Context: an optimization exercise on an open-source flow, tuned for small area, a short achievable clock period and few clock cycles per item. The choices shown serve that exercise and are no tape-out recipe. Function was not checked in any run shown here: the RTL went through the layout flow alone.

==> design/flow/design.v <==
`default_nettype none
package dtfs_pkg;
    localparam int WINDOW = 10;
    localparam int RAW_W    = 16;
    localparam int SAMPLE_W = 15;
    localparam int THRESH_W = 12;
    localparam int LEVEL_W  = 3;
    localparam int HOLD_W   = 4;
    localparam int DIFF_W   = 16;    
    localparam int DSUM_W   = 20;    
    localparam logic [LEVEL_W-1:0] LVL_OFF   = 3'd0;
    localparam logic [LEVEL_W-1:0] LVL_ONE   = 3'd1;
    localparam logic [LEVEL_W-1:0] LVL_TWO   = 3'd2;
    localparam logic [LEVEL_W-1:0] LVL_THREE = 3'd3;
    localparam logic [LEVEL_W-1:0] LVL_FULL  = 3'd4;
    localparam logic [1:0] CAP_NONE = 2'b00;
    localparam logic [1:0] CAP_LOW  = 2'b01;
    localparam logic [1:0] CAP_HIGH = 2'b10;
    localparam logic [1:0] CAP_BOTH = 2'b11;
    localparam logic [THRESH_W-1:0] LEVEL1_RST = 12'd16;
    localparam logic [THRESH_W-1:0] LEVEL2_RST = 12'd32;
    localparam logic [THRESH_W-1:0] LEVEL3_RST = 12'd48;
    localparam logic [THRESH_W-1:0] LEVEL4_RST = 12'd64;
    function automatic logic [4:0] oh_mod5(input logic [3:0] n);
        oh_mod5[0] = (n == 4'd0) | (n == 4'd5) | (n == 4'd10) | (n == 4'd15);
        oh_mod5[1] = (n == 4'd1) | (n == 4'd6) | (n == 4'd11);
        oh_mod5[2] = (n == 4'd2) | (n == 4'd7) | (n == 4'd12);
        oh_mod5[3] = (n == 4'd3) | (n == 4'd8) | (n == 4'd13);
        oh_mod5[4] = (n == 4'd4) | (n == 4'd9) | (n == 4'd14);
    endfunction
    function automatic logic [4:0] oh_add5(input logic [4:0] r, input logic [4:0] m);
        logic [4:0] v;
        for (int k = 0; k < 5; k++)
        begin
            v[k] = 1'b0;
            for (int i = 0; i < 5; i++)
                v[k] = v[k] | (r[i] & m[(k + 5 - i) % 5]);
        end
        oh_add5 = v;
    endfunction
    function automatic logic [4:0] oh_neg5(input logic [4:0] m);
        oh_neg5 = {m[1], m[2], m[3], m[4], m[0]};
    endfunction
    function automatic logic [2:0] oh_enc5(input logic [4:0] m);
        oh_enc5 = {m[4], m[3] | m[2], m[3] | m[1]};
    endfunction
    function automatic logic [4:0] oh_dec5(input logic [2:0] b);
        oh_dec5 = {b == 3'd4, b == 3'd3, b == 3'd2, b == 3'd1, b == 3'd0};
    endfunction
    function automatic logic [4:0] oh_step(input logic [4:0] r, input logic z);
        logic [4:0] d;
        d = {r[2], r[4], r[1], r[3], r[0]};
        oh_step = z ? {d[3:0], d[4]} : d;
    endfunction
    function automatic logic q_step(input logic [4:0] r, input logic z);
        q_step = r[3] | r[4] | (r[2] & z);
    endfunction
    function automatic logic [3:0] div5_digit(input logic [4:0] r, input logic [3:0] n);
        logic [4:0] r2;
        logic [4:0] r1;
        logic [4:0] r0;
        r2 = oh_step(r, n[3]);
        r1 = oh_step(r2, n[2]);
        r0 = oh_step(r1, n[1]);
        div5_digit = {q_step(r, n[3]), q_step(r2, n[2]), q_step(r1, n[1]), q_step(r0, n[0])};
    endfunction
    function automatic logic [3:0] crt10(input logic p, input logic [4:0] m);
        crt10 = ({4{m[0]}} & (p ? 4'd5 : 4'd0)) | ({4{m[1]}} & (p ? 4'd1 : 4'd6)) |
                ({4{m[2]}} & (p ? 4'd7 : 4'd2)) | ({4{m[3]}} & (p ? 4'd3 : 4'd8)) |
                ({4{m[4]}} & (p ? 4'd9 : 4'd4));
    endfunction
    function automatic logic [4:0] inc_mask(input logic neg, input logic y0, input logic [3:0] rb);
        inc_mask[0] = (!neg && y0 && (rb >= 4'd9)) ||
                      (neg && !y0 && (rb <= 4'd0)) ||
                      (neg && y0 && (rb <= 4'd1));
        inc_mask[1] = (!neg && !y0 && (rb >= 4'd8)) ||
                      (!neg && y0 && (rb >= 4'd7)) ||
                      (neg && !y0 && (rb <= 4'd2)) ||
                      (neg && y0 && (rb <= 4'd3));
        inc_mask[2] = (!neg && !y0 && (rb >= 4'd6)) ||
                      (!neg && y0 && (rb >= 4'd5)) ||
                      (neg && !y0 && (rb <= 4'd4)) ||
                      (neg && y0 && (rb <= 4'd5));
        inc_mask[3] = (!neg && !y0 && (rb >= 4'd4)) ||
                      (!neg && y0 && (rb >= 4'd3)) ||
                      (neg && !y0 && (rb <= 4'd6)) ||
                      (neg && y0 && (rb <= 4'd7));
        inc_mask[4] = (!neg && !y0 && (rb >= 4'd2)) ||
                      (!neg && y0 && (rb >= 4'd1)) ||
                      (neg && !y0 && (rb <= 4'd8)) ||
                      (neg && y0);
    endfunction
    function automatic logic [DSUM_W-1:0] csa_sum(input logic [DSUM_W-1:0] x, input logic [DSUM_W-1:0] y,
                                                  input logic [DSUM_W-1:0] z);
        csa_sum = x ^ y ^ z;
    endfunction
    function automatic logic [DSUM_W-1:0] csa_carry(input logic [DSUM_W-1:0] x, input logic [DSUM_W-1:0] y,
                                                    input logic [DSUM_W-1:0] z);
        csa_carry = (x & y) | (x & z) | (y & z);
    endfunction
endpackage
`default_nettype wire
`default_nettype none
import dtfs_pkg::*;
module dtfs_datapath
(
    input  wire logic                   clk,
    input  wire logic                   rst_n,
    input  wire logic                   wr_en,     
    input  wire logic                   shift,     
    input  wire logic [RAW_W-1:0]       sample_a,
    input  wire logic [RAW_W-1:0]       sample_b,
    output logic                        w_neg,
    output logic [DSUM_W-2:0]           w_y,
    output logic [3:0]                  w_rb
);
    localparam int ENT_W = DIFF_W + 4;      
    logic [ENT_W+2:0]         new_reg;       
    logic [ENT_W+2:0]         in_ent;
    logic [WINDOW:1][ENT_W-1:0] ent_reg;
    logic [3:0]               fill_reg;
    logic                     full_reg;
    logic [DIFF_W-1:0]        new_nd;
    logic                     new_pb;
    logic [4:0]               new_mb;
    logic [ENT_W-1:0]         old_ent;
    logic [DIFF_W-1:0]        old_nd;
    logic                     old_pb;
    logic [4:0]               old_mb;
    logic [DSUM_W-1:0]        dsum_reg;
    logic [DSUM_W-1:0]        dsum_next;
    logic                     pb_reg;
    logic [2:0]               mb_reg;
    dtfs_conv u_conv (
        .sample_a (sample_a),
        .sample_b (sample_b),
        .ent      (in_ent)
    );
    always_ff @(posedge clk)
    begin
        if (wr_en)
            new_reg <= in_ent;
    end
    always_ff @(posedge clk)
    begin
        if (shift)
            ent_reg <= {ent_reg[WINDOW-1:1], new_nd, new_pb, dtfs_pkg::oh_enc5(new_mb)};
    end
    always_ff @(posedge clk or negedge rst_n)
    begin
        if (!rst_n)
        begin
            fill_reg <= '0;
            full_reg <= 1'b0;
        end
        else if (shift && !full_reg)
        begin
            fill_reg <= fill_reg + 4'd1;
            full_reg <= (fill_reg == 4'(WINDOW - 1));
        end
    end
    assign new_nd  = new_reg[ENT_W+2:7];
    assign new_pb  = new_reg[6];
    assign new_mb  = dtfs_pkg::oh_add5(dtfs_pkg::oh_dec5(new_reg[5:3]), dtfs_pkg::oh_dec5(new_reg[2:0]));
    assign old_ent = full_reg ? ent_reg[WINDOW] : '0;
    assign old_nd  = old_ent[ENT_W-1:4];
    assign old_pb  = old_ent[3];
    assign old_mb  = dtfs_pkg::oh_dec5(old_ent[2:0]);
    dtfs_dsum_next u_dsum_next (
        .s  (dsum_reg),
        .n  (new_nd),
        .o  (old_nd),
        .r  (dsum_next)
    );
    always_ff @(posedge clk or negedge rst_n)
    begin
        if (!rst_n)
        begin
            dsum_reg <= '0;
            pb_reg   <= 1'b0;
            mb_reg   <= '0;
        end
        else if (shift)
        begin
            dsum_reg <= dsum_next;
            pb_reg   <= pb_reg ^ new_pb ^ old_pb;
            mb_reg   <= dtfs_pkg::oh_enc5(dtfs_pkg::oh_add5(dtfs_pkg::oh_add5(dtfs_pkg::oh_dec5(mb_reg), new_mb),
                                                            dtfs_pkg::oh_neg5(old_mb)));
        end
    end
    assign w_neg = dsum_reg[DSUM_W-1];
    assign w_y   = dsum_reg[DSUM_W-2:0] ^ {(DSUM_W-1){w_neg}};
    assign w_rb  = dtfs_pkg::crt10(pb_reg, dtfs_pkg::oh_dec5(mb_reg));
endmodule
import dtfs_pkg::*;
module dtfs_conv
(
    input  wire logic [RAW_W-1:0]       sample_a,
    input  wire logic [RAW_W-1:0]       sample_b,
    output logic [DIFF_W+6:0]           ent
);
    logic [SAMPLE_W-1:0] ca;
    logic [SAMPLE_W-1:0] cb;
    assign ca = sample_a[RAW_W-1] ? '0 : sample_a[SAMPLE_W-1:0];
    assign cb = sample_b[RAW_W-1] ? '0 : sample_b[SAMPLE_W-1:0];
    assign ent = {DIFF_W'(cb) - DIFF_W'(ca), cb[0],
                  dtfs_pkg::oh_enc5(dtfs_pkg::oh_add5(dtfs_pkg::oh_mod5({1'b0, cb[14:12]}), dtfs_pkg::oh_mod5(cb[11:8]))),
                  dtfs_pkg::oh_enc5(dtfs_pkg::oh_add5(dtfs_pkg::oh_mod5(cb[7:4]), dtfs_pkg::oh_mod5(cb[3:0])))};
endmodule
import dtfs_pkg::*;
module dtfs_dsum_next
(
    input  wire logic [DSUM_W-1:0]   s,
    input  wire logic [DIFF_W-1:0]   n,
    input  wire logic [DIFF_W-1:0]   o,
    output logic [DSUM_W-1:0]        r
);
    logic [DSUM_W-1:0] x2;
    logic [DSUM_W-1:0] x3;
    logic [DSUM_W-1:0] s1;
    logic [DSUM_W-1:0] c1;
    assign x2 = ~{{(DSUM_W-DIFF_W){n[DIFF_W-1]}}, n};
    assign x3 = {{(DSUM_W-DIFF_W){o[DIFF_W-1]}}, o};
    assign s1 = dtfs_pkg::csa_sum(s, x2, x3);
    assign c1 = {dtfs_pkg::csa_carry(s, x2, x3), 1'b1};
    logic [DSUM_W-1:0] g;
    logic [DSUM_W-1:0] p;
    logic [DSUM_W-1:0] gu [6];
    logic [DSUM_W-1:0] pu [6];
    logic [DSUM_W-1:0] gc;
    always_comb
    begin
        g     = s1 & c1;
        p     = s1 ^ c1;
        gu[0] = g;
        pu[0] = p;
        for (int l = 0; l < 5; l++)
        begin
            gu[l+1] = gu[l];
            pu[l+1] = pu[l];
            for (int i = 0; i < DSUM_W; i++)
                if ((((i + 1) % (2 << l)) == 0) && (i >= (1 << l)))
                begin
                    gu[l+1][i] = gu[l][i] | (pu[l][i] & gu[l][i - (1 << l)]);
                    pu[l+1][i] = pu[l][i] & pu[l][i - (1 << l)];
                end
        end
        gc = gu[5];
        for (int l = 3; l >= 0; l--)
            for (int i = 0; i < DSUM_W; i++)
                if ((((i + 1) % (2 << l)) == (1 << l)) && (i >= (2 << l)))
                    gc[i] = gc[i] | (pu[5][i] & gc[i - (1 << l)]);
        r[0] = p[0];
        for (int i = 1; i < DSUM_W; i++)
            r[i] = p[i] ^ gc[i-1];
    end
endmodule
`default_nettype wire
`default_nettype none
import dtfs_pkg::*;
module differential_temp_fan_stepper_core
(
    input  wire logic        clk,
    input  wire logic        rst_n,
    input  wire logic        sensor_valid,
    output logic             sensor_ready,
    input  wire logic [15:0] sensor_sample_a,
    input  wire logic [15:0] sensor_sample_b,
    output logic             status_valid,
    input  wire logic        status_ready,
    output logic [2:0]       status_fan_level,
    output logic             status_level_changed,
    output logic             status_compared,
    output logic [14:0]      status_average_difference,
    output logic             status_relay_low_cap,
    output logic             status_relay_high_cap,
    output logic             status_main_relay,
    input  wire logic        cfg_valid,
    output logic             cfg_ready,
    input  wire logic [3:0]  cfg_index,
    input  wire logic [15:0] cfg_data
);
    logic [THRESH_W-1:0] thr_reg [4];
    logic                in_fire;
    logic                adv;           
    logic                shift;         
    logic                take_e;        
    logic                save;          
    logic                nrdy_reg;      
    logic                sh_pend_reg;   
    logic                pend_reg;      
    logic                skid_v_reg;
    logic [DSUM_W+3:0]   skid_reg;      
    logic                sh_pend_next;
    logic                pend_next;
    logic                skid_v_next;
    logic                w_neg;
    logic [DSUM_W-2:0]   w_y;
    logic [3:0]          w_rb;
    logic                e_v_reg;
    logic [DSUM_W+3:0]   e_reg;
    logic                e_neg;
    logic [3:0]          e_rb;
    logic [DSUM_W-2:0]   y;
    logic [SAMPLE_W-1:0] quot;
    logic                inc;
    logic                q_v_reg;
    logic [SAMPLE_W-1:0] q_reg;
    logic                q_inc_reg;
    logic [SAMPLE_W-1:0] diff;
    logic [3:0]          gt;
    logic [LEVEL_W-1:0]  new_level;
    logic [1:0]          cap_next;
    logic [HOLD_W-1:0]   hold_step;
    logic                cmp;
    logic                chg;
    logic [HOLD_W-1:0]   hold_reg;
    logic [LEVEL_W-1:0]  level_reg;
    logic [1:0]          cap_reg;
    logic                main_reg;
    logic                out_valid_reg;
    logic                out_chg_reg;
    logic                out_cmp_reg;
    logic [SAMPLE_W-1:0] out_diff_reg;
    assign sensor_ready = !nrdy_reg;
    assign in_fire      = sensor_valid && !nrdy_reg;
    assign adv          = !out_valid_reg || status_ready;
    assign cfg_ready = 1'b1;
    always_ff @(posedge clk or negedge rst_n)
    begin
        if (!rst_n)
        begin
            thr_reg[0] <= LEVEL1_RST;
            thr_reg[1] <= LEVEL2_RST;
            thr_reg[2] <= LEVEL3_RST;
            thr_reg[3] <= LEVEL4_RST;
        end
        else if (cfg_valid && (cfg_index[3:2] == 2'b00))
            thr_reg[cfg_index[1:0]] <= cfg_data[THRESH_W-1:0];
    end
    assign take_e = adv && !skid_v_reg && pend_reg;
    assign shift  = sh_pend_reg && (!pend_reg || !skid_v_reg);
    assign save   = pend_reg && shift && !take_e;
    assign sh_pend_next = in_fire || (sh_pend_reg && !shift);
    assign pend_next    = shift || (pend_reg && !take_e);
    assign skid_v_next  = save || (skid_v_reg && !adv);
    dtfs_datapath u_datapath (
        .clk      (clk),
        .rst_n    (rst_n),
        .wr_en    (in_fire),
        .shift    (shift),
        .sample_a (sensor_sample_a),
        .sample_b (sensor_sample_b),
        .w_neg    (w_neg),
        .w_y      (w_y),
        .w_rb     (w_rb)
    );
    always_ff @(posedge clk or negedge rst_n)
    begin
        if (!rst_n)
        begin
            nrdy_reg    <= 1'b0;
            sh_pend_reg <= 1'b0;
            pend_reg    <= 1'b0;
            skid_v_reg  <= 1'b0;
            e_v_reg     <= 1'b0;
        end
        else
        begin
            nrdy_reg    <= sh_pend_next && pend_next && skid_v_next;
            sh_pend_reg <= sh_pend_next;
            pend_reg    <= pend_next;
            skid_v_reg  <= skid_v_next;
            if (adv)
                e_v_reg <= skid_v_reg || pend_reg;
        end
    end
    always_ff @(posedge clk)
    begin
        if (!skid_v_reg || adv)
            skid_reg <= {w_neg, w_y, w_rb};
        if (adv)
            e_reg <= skid_v_reg ? skid_reg : {w_neg, w_y, w_rb};
    end
    assign e_neg = e_reg[DSUM_W+3];
    assign y     = e_reg[DSUM_W+2:4];
    assign e_rb  = e_reg[3:0];
    dtfs_div10 u_div10 (
        .neg  (e_neg),
        .y    (y),
        .rb   (e_rb),
        .quot (quot),
        .inc  (inc)
    );
    always_ff @(posedge clk or negedge rst_n)
    begin
        if (!rst_n)
            q_v_reg <= 1'b0;
        else if (adv)
            q_v_reg <= e_v_reg;
    end
    always_ff @(posedge clk)
    begin
        if (adv)
        begin
            q_reg     <= quot;
            q_inc_reg <= inc;
        end
    end
    assign diff = q_reg + SAMPLE_W'(q_inc_reg);
    logic [16:0] gt_sum [4];
    always_comb
    begin
        for (int i = 0; i < 4; i++)
        begin
            gt_sum[i] = {2'b00, q_reg} + {1'b0, ~{4'b0000, thr_reg[i]}} + 17'(q_inc_reg);
            gt[i]     = gt_sum[i][16];
        end
    end
    always_comb
    begin
        if (gt[3])
            new_level = LVL_FULL;
        else if (gt[2])
            new_level = LVL_THREE;
        else if (gt[1])
            new_level = LVL_TWO;
        else if (gt[0])
            new_level = LVL_ONE;
        else
            new_level = LVL_OFF;
    end
    always_comb
    begin
        case (new_level)
            LVL_ONE:   cap_next = CAP_LOW;
            LVL_TWO:   cap_next = CAP_HIGH;
            LVL_THREE: cap_next = CAP_BOTH;
            LVL_FULL:  cap_next = CAP_NONE;
            default:   cap_next = cap_reg;
        endcase
    end
    assign hold_step = ((hold_reg == '0) || (hold_reg == HOLD_W'(WINDOW))) ? '0
                                                                         : (hold_reg + HOLD_W'(1));
    assign cmp = (hold_step == '0);
    assign chg = cmp && (new_level != level_reg);
    always_ff @(posedge clk or negedge rst_n)
    begin
        if (!rst_n)
        begin
            out_valid_reg <= 1'b0;
            hold_reg      <= HOLD_W'(1);
            level_reg     <= LVL_OFF;
            cap_reg       <= CAP_NONE;
            main_reg      <= 1'b0;
        end
        else if (adv)
        begin
            out_valid_reg <= q_v_reg;
            if (q_v_reg)
            begin
                hold_reg <= chg ? HOLD_W'(1) : hold_step;
                if (chg)
                begin
                    level_reg <= new_level;
                    cap_reg   <= cap_next;
                    main_reg  <= (new_level != LVL_OFF);
                end
            end
        end
    end
    always_ff @(posedge clk)
    begin
        if (adv)
        begin
            out_chg_reg  <= chg;
            out_cmp_reg  <= cmp;
            out_diff_reg <= cmp ? diff : '0;
        end
    end
    assign status_valid              = out_valid_reg;
    assign status_fan_level          = level_reg;
    assign status_level_changed      = out_chg_reg;
    assign status_compared           = out_cmp_reg;
    assign status_average_difference = out_diff_reg;
    assign status_relay_low_cap      = cap_reg[0];
    assign status_relay_high_cap     = cap_reg[1];
    assign status_main_relay         = main_reg;
endmodule
import dtfs_pkg::*;
module dtfs_div10
(
    input  wire logic                neg,
    input  wire logic [DSUM_W-2:0]   y,
    input  wire logic [3:0]          rb,
    output logic [SAMPLE_W-1:0]      quot,
    output logic                     inc
);
    logic [4:0]  m3;        
    logic [4:0]  m2;
    logic [4:0]  m1;
    logic [4:0]  m0;
    logic [4:0]  r3;        
    logic [4:0]  r2;
    logic [4:0]  r1;
    logic [4:0]  r0;
    logic [4:0]  rf;        
    logic [3:0]  q3;
    assign m3 = dtfs_pkg::oh_mod5(y[16:13]);
    assign m2 = dtfs_pkg::oh_mod5(y[12:9]);
    assign m1 = dtfs_pkg::oh_mod5(y[8:5]);
    assign m0 = dtfs_pkg::oh_mod5(y[4:1]);
    assign r3 = dtfs_pkg::oh_mod5({2'b00, y[18:17]});
    assign r2 = dtfs_pkg::oh_add5(r3, m3);
    assign r1 = dtfs_pkg::oh_add5(r3, dtfs_pkg::oh_add5(m3, m2));
    assign r0 = dtfs_pkg::oh_add5(r2, dtfs_pkg::oh_add5(m2, m1));
    assign rf = dtfs_pkg::oh_add5(r1, dtfs_pkg::oh_add5(m1, m0));
    assign q3 = dtfs_pkg::div5_digit(r3, y[16:13]);
    assign quot = {q3[2:0],
                   dtfs_pkg::div5_digit(r2, y[12:9]),
                   dtfs_pkg::div5_digit(r1, y[8:5]),
                   dtfs_pkg::div5_digit(r0, y[4:1])};
    assign inc = |(rf & dtfs_pkg::inc_mask(neg, y[0], rb));
endmodule
`default_nettype wire
==> design/flow/flow/run.sh <==
#!/bin/bash
# Layout flow: the standard flow (standard.sh, synthesis to finish),
# unchanged except that buffer_ports builds the input and output port
# buffers from sky130_fd_sc_hd__buf_2 rather than the cell it picks itself.
# standard.sh's full output is kept in standard.log in this folder.
set -e
export BUFFER_PORTS_ARGS="-buffer_cell sky130_fd_sc_hd__buf_2"
bash standard.sh > standard.log 2>&1
==> design/flow/standard.sh <==
#!/bin/bash
# synth_recipe.tcl (not shown) runs the flow's synth.tcl, then flattens the netlist and writes it again
# the make line also repeats each setting of config.mk as NAME=value (left out here)
make -C /OpenROAD-flow-scripts/flow DESIGN_CONFIG=/design/flow/config.mk WORK_HOME=/design/flow/orfs CLKGATE_MAP_FILE= SYNTH_SCRIPT=/design/flow/synth_recipe.tcl "${@:-finish}"
==> design/flow/config.mk <==
export PLATFORM = sky130hd
export DESIGN_NAME = differential_temp_fan_stepper_core
export DESIGN_NICKNAME = differential_temp_fan_stepper_core
export VERILOG_FILES = /design/flow/design.v
export SDC_FILE = /design/flow/constraint.sdc
export NUM_CORES = 4
export LEC_CHECK = 0
export ABC_AREA = 1
export CAP_MARGIN = 20
export CORE_MARGIN = 2
export CORE_UTILIZATION = 40
export CTS_CLUSTER_DIAMETER = 120
export CTS_CLUSTER_SIZE = 22
export SETUP_SLACK_MARGIN = 5
export SLEW_MARGIN = 20
export SYNTH_HIERARCHICAL = 1
==> design/flow/constraint.sdc <==
create_clock -name core_clock -period 8.0 [get_ports {clk}]
set_input_delay 1.6000 -clock core_clock [delete_from_list [all_inputs] [get_ports {clk}]]
set_output_delay 1.6000 -clock core_clock [all_outputs]
set_load 0.01 [all_outputs]
==> results.yml, run 1 <==
timing:
  fin_ws_ns: 4.701
  rsz0062_at_grt: "yes"
  hold_viol: 0
  maxSlewHeadroom_pct: 27.85
  setup_tns_ns: 0
  fmaxAchievable_mhz: 303.1
  finalSetupViolCount: 0
  fin_crit_sh_pct: 41.24
  tightestPinTransition_ns: 1.082
  fin_worst_skew_ns: 0.02605
  drv_slew: 0
  min_period_ns: 3.299
finish:
  layout_commonest_cell: "nand2_1"
  n_antenna_cell: 0
  final_nets: 2692
  final_cell_mix: "nand2_1 (784), edfxtp_1 (304), inv_1 (279)"
  largest_register_ffs: 200
  finalInstanceArea_um2: 24300
  synthToLayoutAreaGrowth_pct: 11.02
  fin_cells: 3240
  layout-drive-gt1-share_pct: 14.82
floorplanning:
  rows: 85
  die_area_um2: 56600
  start_util_pct: 40.59
  coreArea_um2: 53920
  die_h_um: 237.9
  die_w_um: 237.9
  pin_count: 83
drt:
  viasPerCell: 4.922
  vias: 15950
  wl_per_cell_um: 13.96
  drt.antenna.violating_nets: 0
  routed_wl_um: 45220
  first_iter_violations: 1226
  drcViolationCount: 0
  firstDrtPassIters: 6
synth:
  synth_edf_count: 304
  avgSynthCellArea_um2: 8.988
  ys_ff_latch: 398
  synth_fa_ha_area_share_pct: 7.112
  synth_nets: 2599
  yosys.area_share.simple_pct: 26.12
  ys_warn_count: 15
  yosysSeqAreaShare_pct: 52.50
  synth_top_family_by_area: "simple AND/OR/NAND/NOR gates"
  netlist_instances: 2435
  syn-cell-area_um2: 21880
  synthFlopType: "edfxtp_1"
  synthMuxAreaShare_pct: 0.09148
  synth_compound_area_share_pct: 5.774
  async_flop_share_pct: 23.62
  synth-xor-area-share_pct: 1.841
  synth.distinct_cells: 70
grt:
  grt_pass1_vias: 15530
  grt_antenna_before_repair: 2
  grt_usage_pct: 16.22
  grt_overflow: 0
  grt_pass1_wl_um: 76050
  grt_max_degree: 194
critical_path:
  required_ns: 8.49
  arrival_ns: 3.79
  worst_setup_path_start_kind: "flop"
  reg2reg_depth: 19
  critPathCaptureType: "flop"
  worstPathMaxFanout: 7
  crit_type: "reg -> reg"
placement:
  dp_hpwl_um: 32520
  gp_congestion: 0.8754
  place_ws_ns: 4.335
  placed_area_um2: 23080
  placed_cells: 3180
  io_buffer_count: 77
cts:
  path_clk_slew_ns: 0.09
  htreeDepth: 1
  cts_tree: "built"
  postCtsHoldBufs: 0
  cts-root-buf: "clkbuf_16"
  clk_latency_ns: 0.55
  cts_sinks: 398
  numCtsBuffers: 22
  clk_path_buf_depth: 3
flow_run:
  cap_violations: 0
hold_path:
  worstHoldPathType: "reg -> reg"
  min_path_cells: 0
outcome:
  status: "no timing/DRC/antenna violations"
cells in the mapped netlist, types with 9 or more instances:
cell      instances  area share [%]
xor2_1           37             1.5
inv_1           298             5.1
o21ai_1           9            0.21
nand3_2          14            0.64
nand4_1          20            0.57
o21bai_1         11            0.38
nand2_2          49             1.4
xnor2_1           9            0.36
clkbuf_1         22            0.38
nand2_1         805              14
nor2_4           11            0.57
dfrtp_1          88              10
fa_1             29             2.7
a21oi_1          58             1.3
nor3_1           18            0.41
nand3_1         112             2.6
nor2_1          233             4.0
ha_1             78             4.5
nor2_2           21            0.60
inv_2            17            0.29
edfxtp_1        304              42
o21ai_0          80             1.8
through the flow:
step                      utilization (%)  hold WS [ns]
after floorplan                         -        0.4003
after detailed placement            42.81        0.4045
after global placement              42.81        0.4004
final                               45.06        0.4061
after global routing                45.06        0.4107
after CTS                           44.67        0.4104
cells by family after synthesis:
| group | after synthesis |
|---|---|
| DFF | 398 |
| AOI/OAI and AO/OA | 209 |
| buffers and inverters | 355 |
| other | 1 |
| muxes | 2 |
| and+or+nand+nor | 1317 |
| adders and majority gates | 107 |
| xor gates and xnor gates | 46 |
Yosys stat by module, one instance, submodules excluded:
module / cells inside / flip-flops and latches / copies in the design / cell area [µm²]
dtfs_dsum_next: 173 / 0 / 1 / 1361
dtfs_datapath: 570 / 252 / 1 / 8867
dtfs_div10: 551 / 0 / 1 / 2597
differential_temp_fan_stepper_core: 716 / 146 / 1 / 7061
dtfs_conv: 425 / 0 / 1 / 1998
final timing paths:
kind,slack [ns],from,end
setup / recovery,4.70,u_datapath.full_reg,u_datapath.dsum_reg[19]
max in group asynchronous,5.75,rst_n,u_datapath.full_reg
hold reg to reg,0.41,u_datapath.ent_reg[50],u_datapath.ent_reg[70]
hold / removal,0.41,u_datapath.ent_reg[50],u_datapath.ent_reg[70]
min in group asynchronous,1.00,rst_n,thr_reg[2][3]
setup reg to reg,4.70,u_datapath.full_reg,u_datapath.dsum_reg[19]
routing by layer:
metal	vias up	global-route usage, %	part of all wire [%]
met1	7519	21.69	46
met2	326	28.12	49
met5	-	0	0.053
met3	53	1.793	3.7
met4	4	4.212	1.9
li1	8045	-	-
timing repair:
action	CTS	global route
pin swaps	35	25
cloned	1	0
setup endpoints to repair	14	54
resized for setup	54	34
endpoints found under the hold margin	0	0
buffers inserted	14	4
final cells by class:
class                      instances  area (µm²)
inverter                         321        1237
fill                            5024       29620
sequential                       398       11490
timing repair buffer             103       689.4
tap                              696       870.8
multi-input combinational       1682        9353
clock inverter                     2       25.02
clock buffer                      38       631.9
worst max-delay path, stage by stage, from the launching register on:
cell	delay, ns
dfrtp_2	0.45
buf_12	0.16
buf_12	0.14
nand2_4	0.05
inv_2	0.03
fa_1	0.43
ha_1	0.30
or2_1	0.27
nand3_2	0.09
nand2_4	0.07
nand2_2	0.06
nand2_2	0.06
nand2_1	0.07
nand2_1	0.07
fa_2	0.34
xnor2_1	0.14
xnor2_1	0.19
xor2_1	0.16
nand2_1	0.07
nand2_1	0.10
==> inputs of run 2 (changes only) <==
--- a/design/flow/design.v
+++ b/design/flow/design.v
@@ -223,37 +223,7 @@
     assign x3 = {{(DSUM_W-DIFF_W){o[DIFF_W-1]}}, o};
     assign s1 = dtfs_pkg::csa_sum(s, x2, x3);
     assign c1 = {dtfs_pkg::csa_carry(s, x2, x3), 1'b1};
-    logic [DSUM_W-1:0] g;
-    logic [DSUM_W-1:0] p;
-    logic [DSUM_W-1:0] gu [6];
-    logic [DSUM_W-1:0] pu [6];
-    logic [DSUM_W-1:0] gc;
-    always_comb
-    begin
-        g     = s1 & c1;
-        p     = s1 ^ c1;
-        gu[0] = g;
-        pu[0] = p;
-        for (int l = 0; l < 5; l++)
-        begin
-            gu[l+1] = gu[l];
-            pu[l+1] = pu[l];
-            for (int i = 0; i < DSUM_W; i++)
-                if ((((i + 1) % (2 << l)) == 0) && (i >= (1 << l)))
-                begin
-                    gu[l+1][i] = gu[l][i] | (pu[l][i] & gu[l][i - (1 << l)]);
-                    pu[l+1][i] = pu[l][i] & pu[l][i - (1 << l)];
-                end
-        end
-        gc = gu[5];
-        for (int l = 3; l >= 0; l--)
-            for (int i = 0; i < DSUM_W; i++)
-                if ((((i + 1) % (2 << l)) == (1 << l)) && (i >= (2 << l)))
-                    gc[i] = gc[i] | (pu[5][i] & gc[i - (1 << l)]);
-        r[0] = p[0];
-        for (int i = 1; i < DSUM_W; i++)
-            r[i] = p[i] ^ gc[i-1];
-    end
+    assign r  = s1 + c1;
 endmodule
 `default_nettype wire
 `default_nettype none
@@ -284,7 +254,7 @@
     logic                in_fire;
     logic                adv;           
     logic                shift;         
-    logic                take_e;        
+    logic                take_q;        
     logic                save;          
     logic                nrdy_reg;      
     logic                sh_pend_reg;   
@@ -297,8 +267,7 @@
     logic                w_neg;
     logic [DSUM_W-2:0]   w_y;
     logic [3:0]          w_rb;
-    logic                e_v_reg;
-    logic [DSUM_W+3:0]   e_reg;
+    logic [DSUM_W+3:0]   q_in;          
     logic                e_neg;
     logic [3:0]          e_rb;
     logic [DSUM_W-2:0]   y;
@@ -338,11 +307,11 @@
         else if (cfg_valid && (cfg_index[3:2] == 2'b00))
             thr_reg[cfg_index[1:0]] <= cfg_data[THRESH_W-1:0];
     end
-    assign take_e = adv && !skid_v_reg && pend_reg;
+    assign take_q = adv && !skid_v_reg && pend_reg;
     assign shift  = sh_pend_reg && (!pend_reg || !skid_v_reg);
-    assign save   = pend_reg && shift && !take_e;
+    assign save   = pend_reg && shift && !take_q;
     assign sh_pend_next = in_fire || (sh_pend_reg && !shift);
-    assign pend_next    = shift || (pend_reg && !take_e);
+    assign pend_next    = shift || (pend_reg && !take_q);
     assign skid_v_next  = save || (skid_v_reg && !adv);
     dtfs_datapath u_datapath (
         .clk      (clk),
@@ -363,7 +332,6 @@
             sh_pend_reg <= 1'b0;
             pend_reg    <= 1'b0;
             skid_v_reg  <= 1'b0;
-            e_v_reg     <= 1'b0;
         end
         else
         begin
@@ -371,20 +339,17 @@
             sh_pend_reg <= sh_pend_next;
             pend_reg    <= pend_next;
             skid_v_reg  <= skid_v_next;
-            if (adv)
-                e_v_reg <= skid_v_reg || pend_reg;
         end
     end
     always_ff @(posedge clk)
     begin
         if (!skid_v_reg || adv)
             skid_reg <= {w_neg, w_y, w_rb};
-        if (adv)
-            e_reg <= skid_v_reg ? skid_reg : {w_neg, w_y, w_rb};
     end
-    assign e_neg = e_reg[DSUM_W+3];
-    assign y     = e_reg[DSUM_W+2:4];
-    assign e_rb  = e_reg[3:0];
+    assign q_in  = skid_v_reg ? skid_reg : {w_neg, w_y, w_rb};
+    assign e_neg = q_in[DSUM_W+3];
+    assign y     = q_in[DSUM_W+2:4];
+    assign e_rb  = q_in[3:0];
     dtfs_div10 u_div10 (
         .neg  (e_neg),
         .y    (y),
@@ -397,7 +362,7 @@
         if (!rst_n)
             q_v_reg <= 1'b0;
         else if (adv)
-            q_v_reg <= e_v_reg;
+            q_v_reg <= skid_v_reg || pend_reg;
     end
     always_ff @(posedge clk)
     begin
==> design/flow/run.sh (new file) <==
#!/bin/bash
# synth_recipe.tcl (not shown) runs the flow's synth.tcl, then flattens the netlist and writes it again
# the make line also repeats each setting of config.mk as NAME=value (left out here)
make -C /OpenROAD-flow-scripts/flow DESIGN_CONFIG=/design/flow/config.mk WORK_HOME=/design/flow/orfs CLKGATE_MAP_FILE= SYNTH_SCRIPT=/design/flow/synth_recipe.tcl finish
removed: design/flow/flow/run.sh
removed: design/flow/standard.sh
==> results.yml, run 2 <==
synth:
  avgSynthCellArea_um2: 8.398
  netlist_instances: 2573
  ys_ff_latch: 373
  synth_top_area_share_pct: 38.91
  synthTopCellsByCount: "nand2_1 (878), inv_1 (347), edfxtp_1 (280)"
  async_flop_share_pct: 24.93
  synth_top_cell_by_area: "edfxtp_1"
  synth.distinct_cells: 65
  synth_nets: 2729
  synth_area_leaders: "edfxtp_1 (39%), nand2_1 (15%), dfrtp_1 (10%)"
  synthMostInstantiatedCell: "nand2_1"
  yosysSeqAreaShare_pct: 49.72
  synthFlopType: "edfxtp_1"
  syn-cell-area_um2: 21610
  synth_edf_count: 280
  ys_warn_count: 13
critical_path:
  worst_setup_path_start_kind: "flop"
  reg2reg_slack_ns: 4.93
  cpMostUsedCell: "nand2_2"
  worstPathMaxFanout: 8
  arrival_ns: 3.36
  crit_chain: "buf_12 -> xor2_4 -> nand2_2 -> nand2_4 -> inv_4 -> nor2_4 -> nand2_2 -> nand3_4 -> nand2_2 -> nand2_2 -> nor2_4 -> nor2_1 -> nor2_2 -> nand2_4 -> o21ai_4 -> o21ai_1 -> a21oi_2 -> nand2_4"
  r2r-end: "q_reg[4]"
  reg2reg_from: "u_datapath.dsum_reg[19]"
  reg2reg_depth: 18
  required_ns: 8.29
  crit_type: "reg -> reg"
  critPathSlowestCell: "dfrtp_4"
  critPathCaptureType: "flop"
  worst-path-buf-inv: 2
  crit_family: "simple AND/OR/NAND/NOR gates"
  cp_slowest_stage_delay_ns: 0.54
drt:
  routed_wl_um: 48860
  wl_per_cell_um: 14.28
  first_iter_violations: 1196
  firstDrtPassIters: 5
  vias: 16870
  drcViolationCount: 0
  viasPerCell: 4.931
  drt.antenna.violating_nets: 0
finish:
  final_nets: 2867
  final_cell_mix: "nand2_1 (800), inv_1 (336), edfxtp_1 (280)"
  layout-drive-gt1-share_pct: 16.21
  n_antenna_cell: 0
  synthToLayoutAreaGrowth_pct: 16.25
  layout_commonest_cell: "nand2_1"
  fin_util_pct: 46.86
  largest_register_ffs: 200
flow_run:
  cap_violations: 0
hold_path:
  min_path_cells: 0
  hold_path_end: "u_datapath.ent_reg[57]"
  worstHoldPathType: "reg -> reg"
  worstHoldStart: "u_datapath.ent_reg[37]"
cts:
  cts_sinks: 373
  cts_tree: "built"
  path_clk_slew_ns: 0.11
  htreeDepth: 1
  clk_path_buf_depth: 3
  clk_latency_ns: 0.57
  numCtsBuffers: 21
  cts-root-buf: "clkbuf_16"
  postCtsHoldBufs: 0
timing:
  fmaxAchievable_mhz: 326.0
  fin_ws_ns: 4.932
  min_period_ns: 3.068
  setup_tns_ns: 0
  tightestPinTransition_ns: 1.012
  finalSetupViolCount: 0
  rsz0062_at_grt: "yes"
  fin_worst_skew_ns: 0.03101
  hold_viol: 0
  fin_crit_sh_pct: 38.35
  drv_slew: 0
  maxSlewHeadroom_pct: 32.15
grt:
  grt_max_degree: 184
  grt_overflow: 0
  grt_pass1_vias: 16220
  grt_pass1_wl_um: 78830
  grt_antenna_before_repair: 0
  grt_usage_pct: 16.93
floorplanning:
  die_w_um: 236.4
  rows: 85
  start_util_pct: 40.31
  die_h_um: 236.4
  pin_count: 83
  die_area_um2: 55890
  coreArea_um2: 53600
placement:
  place_ws_ns: 3.747
  io_buffer_count: 77
  gp_congestion: 0.8697
  dp_hpwl_um: 34140
outcome:
  status: "no timing/DRC/antenna violations"
==> run 2: cell count changes in the layout (fill, tap and decap cells not counted), moves of 26 or more <==
cell / delta
dlygate4sd2_1: +26
inv_1: +57
buf_4: +42
nand2_2: +41
buf_2: -74
clkdlybuf4s50_1: +45
==> run 2: logic make-up after synthesis <==
family / share of synthesized area [%]
compound gates: 5.715
xor+xnor: 1.743
fa+ha+maj: 6.428
buf+inv: 7.464
flops: 49.72
mux: 0.09266
other cells: 0.01736
simple gates: 28.82
==> run 2: layer usage <==
| metal | GRT usage (%) | wire (µm) | vias to the layer above |
|---|---|---|---|
| met2 | 28.93 | 23160 | 378 |
| met1 | 22.91 | 22640 | 7927 |
| met5 | 0 | 0 | - |
| li1 | - | - | 8493 |
| met3 | 1.533 | 1723 | 75 |
| met4 | 4.987 | 1339 | 0 |
==> run 2: per-stage QoR <==
| step | hold slack (ns) | std cells | cell area (µm²) |
|---|---|---|---|
| 2_1_floorplan | 0.4003 | 2573 | 21700 |
| 3_3_place_gp | 0.4007 | 3316 | 23160 |
| 3_5_place_dp | 0.4045 | 3316 | 23160 |
| 4_1_cts | 0.4079 | 3394 | 24450 |
| 5_1_grt | 0.4139 | 3422 | 25120 |
| 6_report | 0.4131 | 3422 | 25120 |
==> run 2: worst register-to-register path, delay by kind of cell, from the launching register on <==
family	cells	cell delay [ns]
and+or+nand+nor	12	1.31
DFF	1	0.54
AOI/OAI and AO/OA	3	0.48
buffers and inverters	2	0.27
xor gates and xnor gates	1	0.19
==> run 2: area by class of cell <==
type                       count  area [µm²]
multi-input combinational   1798       10090
fill                        5112       28480
tap                          696       870.8
timing repair inverter         2       12.51
clock inverter                 3       41.29
inverter                     369        1433
sequential                   373       10760
clock buffer                  35       578.1
timing repair buffer         146        1333
==> run 2: worst max path at each step <==
stage	startpoint	end	cells past startpoint
floorplan	pend_reg	u_datapath.fill_reg[3]	8
global placement	sensor_sample_b[15]	u_datapath.new_reg[18]	14
detailed placement	sensor_sample_b[15]	u_datapath.new_reg[20]	14
CTS	cfg_valid	thr_reg[1][1]	4
global route	u_datapath.dsum_reg[19]	q_reg[1]	21
finish	u_datapath.dsum_reg[19]	q_reg[4]	18
==> run 2: timing repair <==
| action | 4_1_cts | 5_1_grt |
|---|---|---|
| setup endpoints to repair | 325 | 82 |
| setup buffers | 39 | 26 |
| resized for setup | 143 | 129 |
| gates cloned | 1 | 2 |
| hold endpoints to repair | 0 | 0 |
| pin swaps | 45 | 74 |
==> run 2: Yosys stat by module (local to each module, per instance) <==
module | cell area, µm² | copies in the design
dtfs_div10 | 2597 | 1
dtfs_dsum_next | 1846 | 1
dtfs_datapath | 8895 | 1
dtfs_conv | 2004 | 1
differential_temp_fan_stepper_core | 6265 | 1
==> inputs of run 3 (changes only) <==
--- a/design/flow/config.mk
+++ b/design/flow/config.mk
@@ -13,4 +13,3 @@
 export CTS_CLUSTER_SIZE = 22
 export SETUP_SLACK_MARGIN = 5
 export SLEW_MARGIN = 20
-export SYNTH_HIERARCHICAL = 1
==> results.yml, run 3 <==
outcome:
  status: "no timing/DRC/antenna violations"
timing:
  tightestPinTransition_ns: 0.8305
  fin_crit_sh_pct: 40.90
  maxSlewHeadroom_pct: 44.64
  hold_viol: 0
  min_period_ns: 3.272
  finalSetupViolCount: 0
  fmaxAchievable_mhz: 305.6
  rsz0062_at_grt: "yes"
  drv_slew: 0
  fin_worst_skew_ns: 0.02987
  setup_tns_ns: 0
cts:
  cts_tree: "built"
  path_clk_slew_ns: 0.10
  cts-root-buf: "clkbuf_16"
  cts_sinks: 373
  htreeDepth: 1
  numCtsBuffers: 21
  clk_path_buf_depth: 3
  clk_latency_ns: 0.56
placement:
  dp_hpwl_um: 32120
  placed_area_um2: 21950
  placed_cells: 2979
  gp_congestion: 0.8711
  io_buffer_count: 77
drt:
  drcViolationCount: 0
  first_iter_violations: 1419
  routed_wl_um: 49290
  firstDrtPassIters: 6
  drt.antenna.violating_nets: 0
  vias: 16360
  wl_per_cell_um: 15.56
  viasPerCell: 5.163
finish:
  final_cell_mix: "nand2_1 (540), edfxtp_1 (280), inv_1 (244)"
  layout-drive-gt1-share_pct: 23.70
  seq_area_um2: 10750
  fillerInstances: 4504
  layout_commonest_cell: "nand2_1"
  final_nets: 2645
  largest_register_ffs: 200
  synthToLayoutAreaGrowth_pct: 26.68
  multi_input_area_um2: 10210
  finalInstanceArea_um2: 25750
  fin_cells: 3168
synth:
  synthTopCellsByCount: "nand2_1 (647), edfxtp_1 (280), inv_1 (275)"
  async_flop_share_pct: 24.93
  syn-cell-area_um2: 20330
  synthFlopType: "edfxtp_1"
  ys_ff_latch: 373
  ys_warn_count: 7
  synth_top_area_share_pct: 41.36
  synth_nets: 2420
  synth_edf_count: 280
  synthMostInstantiatedCell: "nand2_1"
  yosysSeqAreaShare_pct: 52.84
  avgSynthCellArea_um2: 9.020
  synth_area_leaders: "edfxtp_1 (41%), nand2_1 (12%), dfrtp_1 (11%)"
  synth.distinct_cells: 60
  netlist_instances: 2254
  synth_top_cell_by_area: "edfxtp_1"
floorplanning:
  die_w_um: 229.5
  start_util_pct: 40.52
  rows: 82
  pin_count: 83
  die_area_um2: 52650
  die_h_um: 229.5
  coreArea_um2: 50170
critical_path:
  cpMostUsedCell: "buf_4"
  cp_slowest_stage_delay_ns: 0.26
  arrival_ns: 3.55
  worst-path-buf-inv: 12
  reg2reg_depth: 16
  crit_chain: "buf_8 -> inv_4 -> nor2_4 -> buf_4 -> buf_4 -> buf_4 -> buf_4 -> buf_4 -> buf_4 -> buf_4 -> buf_4 -> nor2_4 -> inv_2 -> o21ai_1 -> nor2_1 -> inv_1 -> nand2_1 -> nand3_1 -> a221oi_2 -> nand4_1"
  crit_type: "in -> reg"
  required_ns: 8.28
  critPathSlowestCell: "a221oi_2"
  worst_setup_path_start_kind: "input port"
  worstPathMaxFanout: 3
  cp_num_cells: 20
  crit_family: "buffers and inverters"
  critPathCaptureType: "flop"
grt:
  grt_pass1_vias: 15450
  grt_max_degree: 128
  grt_antenna_before_repair: 2
  grt_pass1_wl_um: 75960
  grt_overflow: 0
  grt_usage_pct: 17.59
hold_path:
  min_path_cells: 0
  worstHoldPathType: "reg -> reg"
flow_run:
  cap_violations: 0
-- run 3: changes by cell type after synthesis, moves of 8 or more --
cell	change
nand2_4	-9
nor2_2	-19
o22ai_1	+8
o21ai_0	+52
a21oi_1	+16
nand3_2	-20
nand2_1	-231
inv_1	-72
or2_2	+13
ha_1	+9
nand2_2	-28
nor2_1	-62
-- run 3: path summary, 6_finish.rpt --
check	start	end	slack [ns]
worst max-delay path	sensor_sample_b[0]	u_datapath.new_reg[1]	4.73
max in group asynchronous	rst_n	skid_v_reg	5.79
worst min register to register	u_datapath.ent_reg[77]	u_datapath.ent_reg[97]	0.40
worst max register to register	u_datapath.full_reg	u_datapath.dsum_reg[16]	4.95
min in group asynchronous	rst_n	thr_reg[1][4]	1.05
worst min-delay path	u_datapath.ent_reg[77]	u_datapath.ent_reg[97]	0.40
-- run 3: logic make-up (layout without fill, tap and decap cells) --
family          count (synthesis)  in the layout  synth area share, %
buf+inv                       322            561                6.210
fa+ha+maj                     109            109                7.484
simple gates                 1098           1099                22.85
flops                         373            373                52.84
xor+xnor                       44             44                1.969
other cells                     1              3              0.01844
compound gates                307            307                8.628
-- run 3: worst reg2reg max path, cell delays in order, from the launching register on --
cell and delay (ns):
dfrtp_4 0.55, buf_6 0.14, buf_12 0.10, nand2_2 0.06, fa_1 0.53, inv_2 0.05
ha_4 0.29, nand2_4 0.06, nor2_4 0.11, nand2_1 0.06, o211ai_1 0.13, a31oi_2 0.09
o21ai_2 0.20, a21boi_2 0.11, o21ai_2 0.16, xor2_1 0.20, o21ai_1 0.08
-- run 3: final cells by class --
cell class	count	share of cell area (%)
multi-input cells	1560	39.65
repair buffers	231	8.307
inverters	290	4.392
clock buffers	34	2.269
clock inverters	4	0.2478
well taps	672	3.265
flip-flops and latches	373	41.74
repair inverters	2	0.1069
diodes	2	0.01943
-- run 3: metrics by stage --
step	worst slack, ns	util (%)	hold WS, ns
6_report	4.728	51.33	0.4003
2_1_floorplan	4.248	-	0.4003
4_1_cts	4.803	47.30	0.3954
3_3_place_gp	2.994	43.75	0.4008
5_1_grt	4.651	51.33	0.4104
3_5_place_dp	2.980	43.75	0.4045
-- run 3: what timing repair did --
| action | CTS | global route |
|---|---|---|
| buffers inserted | 78 | 66 |
| resized for setup | 202 | 354 |
| cloned | 1 | 4 |
| endpoints found under the setup margin | 115 | 86 |
| pin swaps | 65 | 141 |
| hold buffers | 0 | 0 |
-- run 3: routing by layer --
| metal | global-route usage, % | vias up | wire [µm] |
|---|---|---|---|
| met3 | 2.764 | 69 | 2278 |
| met2 | 29.73 | 425 | 23810 |
| met1 | 23.33 | 7910 | 22170 |
| met4 | 5.154 | 0 | 1039 |
| met5 | 0 | - | 0 |
| li1 | - | 7951 | - |
==> inputs of run 4 (changes only) <==
--- a/design/flow/design.v
+++ b/design/flow/design.v
@@ -254,7 +254,7 @@
     logic                in_fire;
     logic                adv;           
     logic                shift;         
-    logic                take_q;        
+    logic                take_e;        
     logic                save;          
     logic                nrdy_reg;      
     logic                sh_pend_reg;   
@@ -267,7 +267,8 @@
     logic                w_neg;
     logic [DSUM_W-2:0]   w_y;
     logic [3:0]          w_rb;
-    logic [DSUM_W+3:0]   q_in;          
+    logic                e_v_reg;
+    logic [DSUM_W+3:0]   e_reg;
     logic                e_neg;
     logic [3:0]          e_rb;
     logic [DSUM_W-2:0]   y;
@@ -307,11 +308,11 @@
         else if (cfg_valid && (cfg_index[3:2] == 2'b00))
             thr_reg[cfg_index[1:0]] <= cfg_data[THRESH_W-1:0];
     end
-    assign take_q = adv && !skid_v_reg && pend_reg;
+    assign take_e = adv && !skid_v_reg && pend_reg;
     assign shift  = sh_pend_reg && (!pend_reg || !skid_v_reg);
-    assign save   = pend_reg && shift && !take_q;
+    assign save   = pend_reg && shift && !take_e;
     assign sh_pend_next = in_fire || (sh_pend_reg && !shift);
-    assign pend_next    = shift || (pend_reg && !take_q);
+    assign pend_next    = shift || (pend_reg && !take_e);
     assign skid_v_next  = save || (skid_v_reg && !adv);
     dtfs_datapath u_datapath (
         .clk      (clk),
@@ -332,6 +333,7 @@
             sh_pend_reg <= 1'b0;
             pend_reg    <= 1'b0;
             skid_v_reg  <= 1'b0;
+            e_v_reg     <= 1'b0;
         end
         else
         begin
@@ -339,17 +341,20 @@
             sh_pend_reg <= sh_pend_next;
             pend_reg    <= pend_next;
             skid_v_reg  <= skid_v_next;
+            if (adv)
+                e_v_reg <= skid_v_reg || pend_reg;
         end
     end
     always_ff @(posedge clk)
     begin
         if (!skid_v_reg || adv)
             skid_reg <= {w_neg, w_y, w_rb};
+        if (adv)
+            e_reg <= skid_v_reg ? skid_reg : {w_neg, w_y, w_rb};
     end
-    assign q_in  = skid_v_reg ? skid_reg : {w_neg, w_y, w_rb};
-    assign e_neg = q_in[DSUM_W+3];
-    assign y     = q_in[DSUM_W+2:4];
-    assign e_rb  = q_in[3:0];
+    assign e_neg = e_reg[DSUM_W+3];
+    assign y     = e_reg[DSUM_W+2:4];
+    assign e_rb  = e_reg[3:0];
     dtfs_div10 u_div10 (
         .neg  (e_neg),
         .y    (y),
@@ -362,7 +367,7 @@
         if (!rst_n)
             q_v_reg <= 1'b0;
         else if (adv)
-            q_v_reg <= skid_v_reg || pend_reg;
+            q_v_reg <= e_v_reg;
     end
     always_ff @(posedge clk)
     begin
@@ -452,7 +457,6 @@
     assign status_relay_high_cap     = cap_reg[1];
     assign status_main_relay         = main_reg;
 endmodule
-import dtfs_pkg::*;
 module dtfs_div10
 (
     input  wire logic                neg,
@@ -461,30 +465,21 @@
     output logic [SAMPLE_W-1:0]      quot,
     output logic                     inc
 );
-    logic [4:0]  m3;        
-    logic [4:0]  m2;
-    logic [4:0]  m1;
-    logic [4:0]  m0;
-    logic [4:0]  r3;        
-    logic [4:0]  r2;
-    logic [4:0]  r1;
-    logic [4:0]  r0;
-    logic [4:0]  rf;        
-    logic [3:0]  q3;
-    assign m3 = dtfs_pkg::oh_mod5(y[16:13]);
-    assign m2 = dtfs_pkg::oh_mod5(y[12:9]);
-    assign m1 = dtfs_pkg::oh_mod5(y[8:5]);
-    assign m0 = dtfs_pkg::oh_mod5(y[4:1]);
-    assign r3 = dtfs_pkg::oh_mod5({2'b00, y[18:17]});
-    assign r2 = dtfs_pkg::oh_add5(r3, m3);
-    assign r1 = dtfs_pkg::oh_add5(r3, dtfs_pkg::oh_add5(m3, m2));
-    assign r0 = dtfs_pkg::oh_add5(r2, dtfs_pkg::oh_add5(m2, m1));
-    assign rf = dtfs_pkg::oh_add5(r1, dtfs_pkg::oh_add5(m1, m0));
-    assign q3 = dtfs_pkg::div5_digit(r3, y[16:13]);
-    assign quot = {q3[2:0],
-                   dtfs_pkg::div5_digit(r2, y[12:9]),
-                   dtfs_pkg::div5_digit(r1, y[8:5]),
-                   dtfs_pkg::div5_digit(r0, y[4:1])};
-    assign inc = |(rf & dtfs_pkg::inc_mask(neg, y[0], rb));
+    logic [4:0]  r [DSUM_W-1];      
+    logic [4:0]  r8;                
+    logic [17:0] q;
+    assign r8 = dtfs_pkg::oh_add5(dtfs_pkg::oh_mod5({2'b00, y[18:17]}),
+                                  dtfs_pkg::oh_add5(dtfs_pkg::oh_mod5(y[16:13]), dtfs_pkg::oh_mod5(y[12:9])));
+    always_comb
+    begin
+        r[18] = 5'b00001;
+        for (int i = 17; i >= 0; i--)
+        begin
+            q[i] = dtfs_pkg::q_step((i == 7) ? r8 : r[i+1], y[i+1]);
+            r[i] = dtfs_pkg::oh_step((i == 7) ? r8 : r[i+1], y[i+1]);
+        end
+    end
+    assign quot = q[SAMPLE_W-1:0];
+    assign inc  = |(r[0] & dtfs_pkg::inc_mask(neg, y[0], rb));
 endmodule
 `default_nettype wire
==> design/flow/flow/run.sh (new file) <==
#!/bin/bash
# Layout flow: the standard flow (standard.sh, synthesis to finish),
# unchanged except that buffer_ports builds the input and output port
# buffers from sky130_fd_sc_hd__buf_2 rather than the cell it picks itself.
# standard.sh's full output is kept in standard.log in this folder.
set -e
export BUFFER_PORTS_ARGS="-buffer_cell sky130_fd_sc_hd__buf_2"
bash standard.sh > standard.log 2>&1
==> design/flow/standard.sh (new file) <==
#!/bin/bash
# synth_recipe.tcl (not shown) runs the flow's synth.tcl, then flattens the netlist and writes it again
# the make line also repeats each setting of config.mk as NAME=value (left out here)
make -C /OpenROAD-flow-scripts/flow DESIGN_CONFIG=/design/flow/config.mk WORK_HOME=/design/flow/orfs CLKGATE_MAP_FILE= SYNTH_SCRIPT=/design/flow/synth_recipe.tcl "${@:-finish}"
--- a/design/flow/config.mk
+++ b/design/flow/config.mk
@@ -13,3 +13,4 @@
 export CTS_CLUSTER_SIZE = 22
 export SETUP_SLACK_MARGIN = 5
 export SLEW_MARGIN = 20
+export SYNTH_HIERARCHICAL = 1
removed: design/flow/run.sh
==> results.yml, run 4 <==
outcome:
  status: "no timing/DRC/antenna violations"
synth:
  avgSynthCellArea_um2: 8.822
  synth_top_area_share_pct: 42.41
  async_flop_share_pct: 23.62
  synth_area_leaders: "edfxtp_1 (42%), nand2_1 (14%), dfrtp_1 (10%)"
  synth_top_cell_by_area: "edfxtp_1"
  synth_edf_count: 304
  netlist_instances: 2440
  synthFlopType: "edfxtp_1"
  syn-cell-area_um2: 21530
  synthTopCellsByCount: "nand2_1 (815), inv_1 (336), edfxtp_1 (304)"
  synth.distinct_cells: 58
  ys_warn_count: 14
  yosysSeqAreaShare_pct: 53.37
  synth_nets: 2596
  ys_ff_latch: 398
  synthMostInstantiatedCell: "nand2_1"
grt:
  grt_overflow: 0
  grt_use_met2_pct: 28.55
  grt_usage_pct: 15.64
  grtUsageMet1_pct: 19.92
  grtUsageMet3_pct: 1.720
  grt_antenna_before_repair: 0
  grt_max_degree: 196
  globalRoute.busiestLayer: "met2"
  grt_pass1_wl_um: 72940
  grt_pass1_vias: 15400
critical_path:
  critPathCaptureType: "flop"
  worst-path-buf-inv: 1
  worstPathMaxFanout: 7
  worst_setup_path_start_kind: "flop"
  cp_slowest_stage_delay_ns: 0.49
  arrival_ns: 3.42
  crit_chain: "inv_4 -> nand2_4 -> nand3_2 -> nand2_4 -> nand2_1 -> nand3_4 -> o21ai_1 -> nand2_2 -> nor2_4 -> nand2_1 -> nand3_2 -> nand2_2 -> nand2_1 -> nand3_1 -> nand3_1 -> nand2_1 -> nand2_1 -> nand2_1 -> nand2_1 -> nand2_1 -> nor2_1 -> nor2_1 -> nor2_1 -> nand2_1"
  required_ns: 8.32
  reg2reg_from: "e_reg[17]"
  critPathSlowestCell: "edfxtp_1"
  crit_family: "simple AND/OR/NAND/NOR gates"
  cpMostUsedCell: "nand2_1"
  crit_start: "e_reg[17]"
  crit_type: "reg -> reg"
timing:
  setup_tns_ns: 0
  maxSlewHeadroom_pct: 34.04
  fin_crit_sh_pct: 38.73
  tightestPinTransition_ns: 0.9893
  whs_ns: 0.3990
  drv_slew: 0
  rsz0062_at_grt: "yes"
  finalSetupViolCount: 0
  fmaxAchievable_mhz: 322.8
  min_period_ns: 3.098
  fin_worst_skew_ns: 0.02674
  hold_viol: 0
cts:
  cts-root-buf: "clkbuf_16"
  htreeDepth: 1
  numCtsBuffers: 22
  cts_sinks: 398
  postCtsHoldBufs: 0
  cts_tree: "built"
  clk_latency_ns: 0.56
  clk_path_buf_depth: 3
  path_clk_slew_ns: 0.11
drt:
  first_iter_violations: 964
  viasPerCell: 4.887
  vias: 15890
  wl_per_cell_um: 13.56
  routed_wl_um: 44110
  firstDrtPassIters: 5
  drcViolationCount: 0
  drt.antenna.violating_nets: 0
floorplanning:
  coreArea_um2: 53500
  pin_count: 83
  start_util_pct: 40.24
  die_area_um2: 55690
  rows: 85
  die_h_um: 236.0
  die_w_um: 236.0
hold_path:
  worstHoldPathType: "reg -> reg"
  worstHoldStart: "u_datapath.ent_reg[130]"
placement:
  dp_hpwl_um: 31440
  gp_congestion: 0.8800
  io_buffer_count: 77
finish:
  layout-drive-gt1-share_pct: 14.63
  largest_register_ffs: 200
  final_nets: 2696
  layout_commonest_cell: "nand2_1"
  final_cell_mix: "nand2_1 (765), inv_1 (328), edfxtp_1 (304)"
  synthToLayoutAreaGrowth_pct: 11.61
  n_antenna_cell: 0
  fillerInstances: 5115
flow_run:
  cap_violations: 0
[run 4: worst register-to-register path, stage by stage, from the launching register on]
cell and delay (ns):
edfxtp_1 0.49, inv_4 0.14, nand2_4 0.10, nand3_2 0.12, nand2_4 0.07, nand2_1 0.10, nand3_4 0.10, o21ai_1 0.17
nand2_2 0.09, nor2_4 0.13, nand2_1 0.11, nand3_2 0.15, nand2_2 0.09, nand2_1 0.09, nand3_1 0.10, nand3_1 0.14
nand2_1 0.09, nand2_1 0.08, nand2_1 0.06, nand2_1 0.07, nand2_1 0.08, nor2_1 0.10, nor2_1 0.05, nor2_1 0.09
nand2_1 0.06
[run 4: metrics by stage]
stage	cell area [µm²]	worst slack [ns]	cells	util, %
after global routing	24030	4.644	3252	44.91
final	24030	4.902	3252	44.91
after CTS	23590	4.945	3242	44.10
after global placement	22760	4.454	3187	42.55
after detailed placement	22790	4.453	3188	42.60
after floorplan	21630	4.131	2440	-
[run 4: final timing paths]
path	end	slack [ns]	cells past startpoint
min in group asynchronous	thr_reg[1][9]	1.04	1
max in group asynchronous	skid_v_reg	5.70	2
worst min-delay path	u_datapath.ent_reg[150]	0.40	0
worst min register to register	u_datapath.ent_reg[150]	0.40	0
worst max register to register	q_inc_reg	4.90	24
worst max-delay path	q_inc_reg	4.90	24
[run 4: area by class of cell]
| type | count | area, µm² | area share [%] |
|---|---|---|---|
| Sequential cell | 398 | 11490 | 47.83 |
| Multi-Input combinational cell | 1662 | 8974 | 37.35 |
| Inverter | 349 | 1334 | 5.552 |
| Tap cell | 696 | 870.8 | 3.625 |
| Clock inverter | 2 | 22.52 | 0.09374 |
| Timing Repair Buffer | 107 | 701.9 | 2.922 |
| Clock buffer | 38 | 631.9 | 2.630 |
[run 4: metal layers]
layer,routed length (µm),part of all wire (%)
met1,20030,45
met2,22020,50
met3,1384,3.1
met4,670,1.5
met5,0,0
[run 4: cells by family (layout without fill, tap and decap cells)]
| family | after synthesis | after routing | share of synthesized area [%] |
|---|---|---|---|
| DFF | 398 | 398 | 53.37 |
| and+or+nand+nor | 1320 | 1320 | 26.35 |
| other | 1 | 1 | 0.01742 |
| adders and majority gates | 99 | 99 | 6.452 |
| xor gates and xnor gates | 44 | 44 | 1.790 |
| AOI/OAI and AO/OA | 198 | 198 | 5.150 |
| buffers and inverters | 380 | 496 | 6.876 |
[run 4: repair_timing]
action	4_1_cts	5_1_grt
cloned	0	1
setup buffers	14	9
pin swaps	1	35
gates resized for setup	15	103
setup endpoints to repair	4	23
[run 4: Yosys stat by module (local to each module, per instance)]
module / copies in the design / area [µm²] / cells / flops+latches
differential_temp_fan_stepper_core: 1 / 7012 / 722 / 146
dtfs_dsum_next: 1 / 1858 / 321 / 0
dtfs_div10: 1 / 1758 / 395 / 0
dtfs_conv: 1 / 2004 / 431 / 0
dtfs_datapath: 1 / 8895 / 571 / 252

-- afterwards: timing with drivers on the ports --
The results above use ideal ports. As a check the final layouts listed here were re-extracted and re-timed, cells and wires unchanged.
Step 1 assumes that a clkbuf_16 drives the clock port and a buf_2 every other input.
Step 2, shift: input delay + t, output delay - t, t = (earliest + latest rising clock arrival at the registers) / 2. This alone moves slack from input paths to output paths.
Three values: ideal, step 1, step 2; two values: the first two.
run | shift t [ns] | slack for setup (ns) | hold slack, ns | worst slew at a driven data input, ns
run 1 | 0.597 | 4.701 / 4.701 / 4.547 | 0.406 / 0.406 / 0.406 | 0.06
run 2 | 0.607 | 4.932 / 4.932 / 4.497 | 0.413 / 0.413 / 0.413 | 0.04
run 3 | 0.603 | 4.728 / 4.730 / 4.127 | 0.400 / 0.400 / 0.400 | 0.08
run 4 | 0.601 | 4.902 / 4.902 / 4.604 | 0.399 / 0.399 / 0.399 | 0.04
After both steps every run listed still meets setup and hold. For run 3, which loses most, drivers alone change the setup slack by +0.002 ns; drivers and shift together by -0.601 ns.
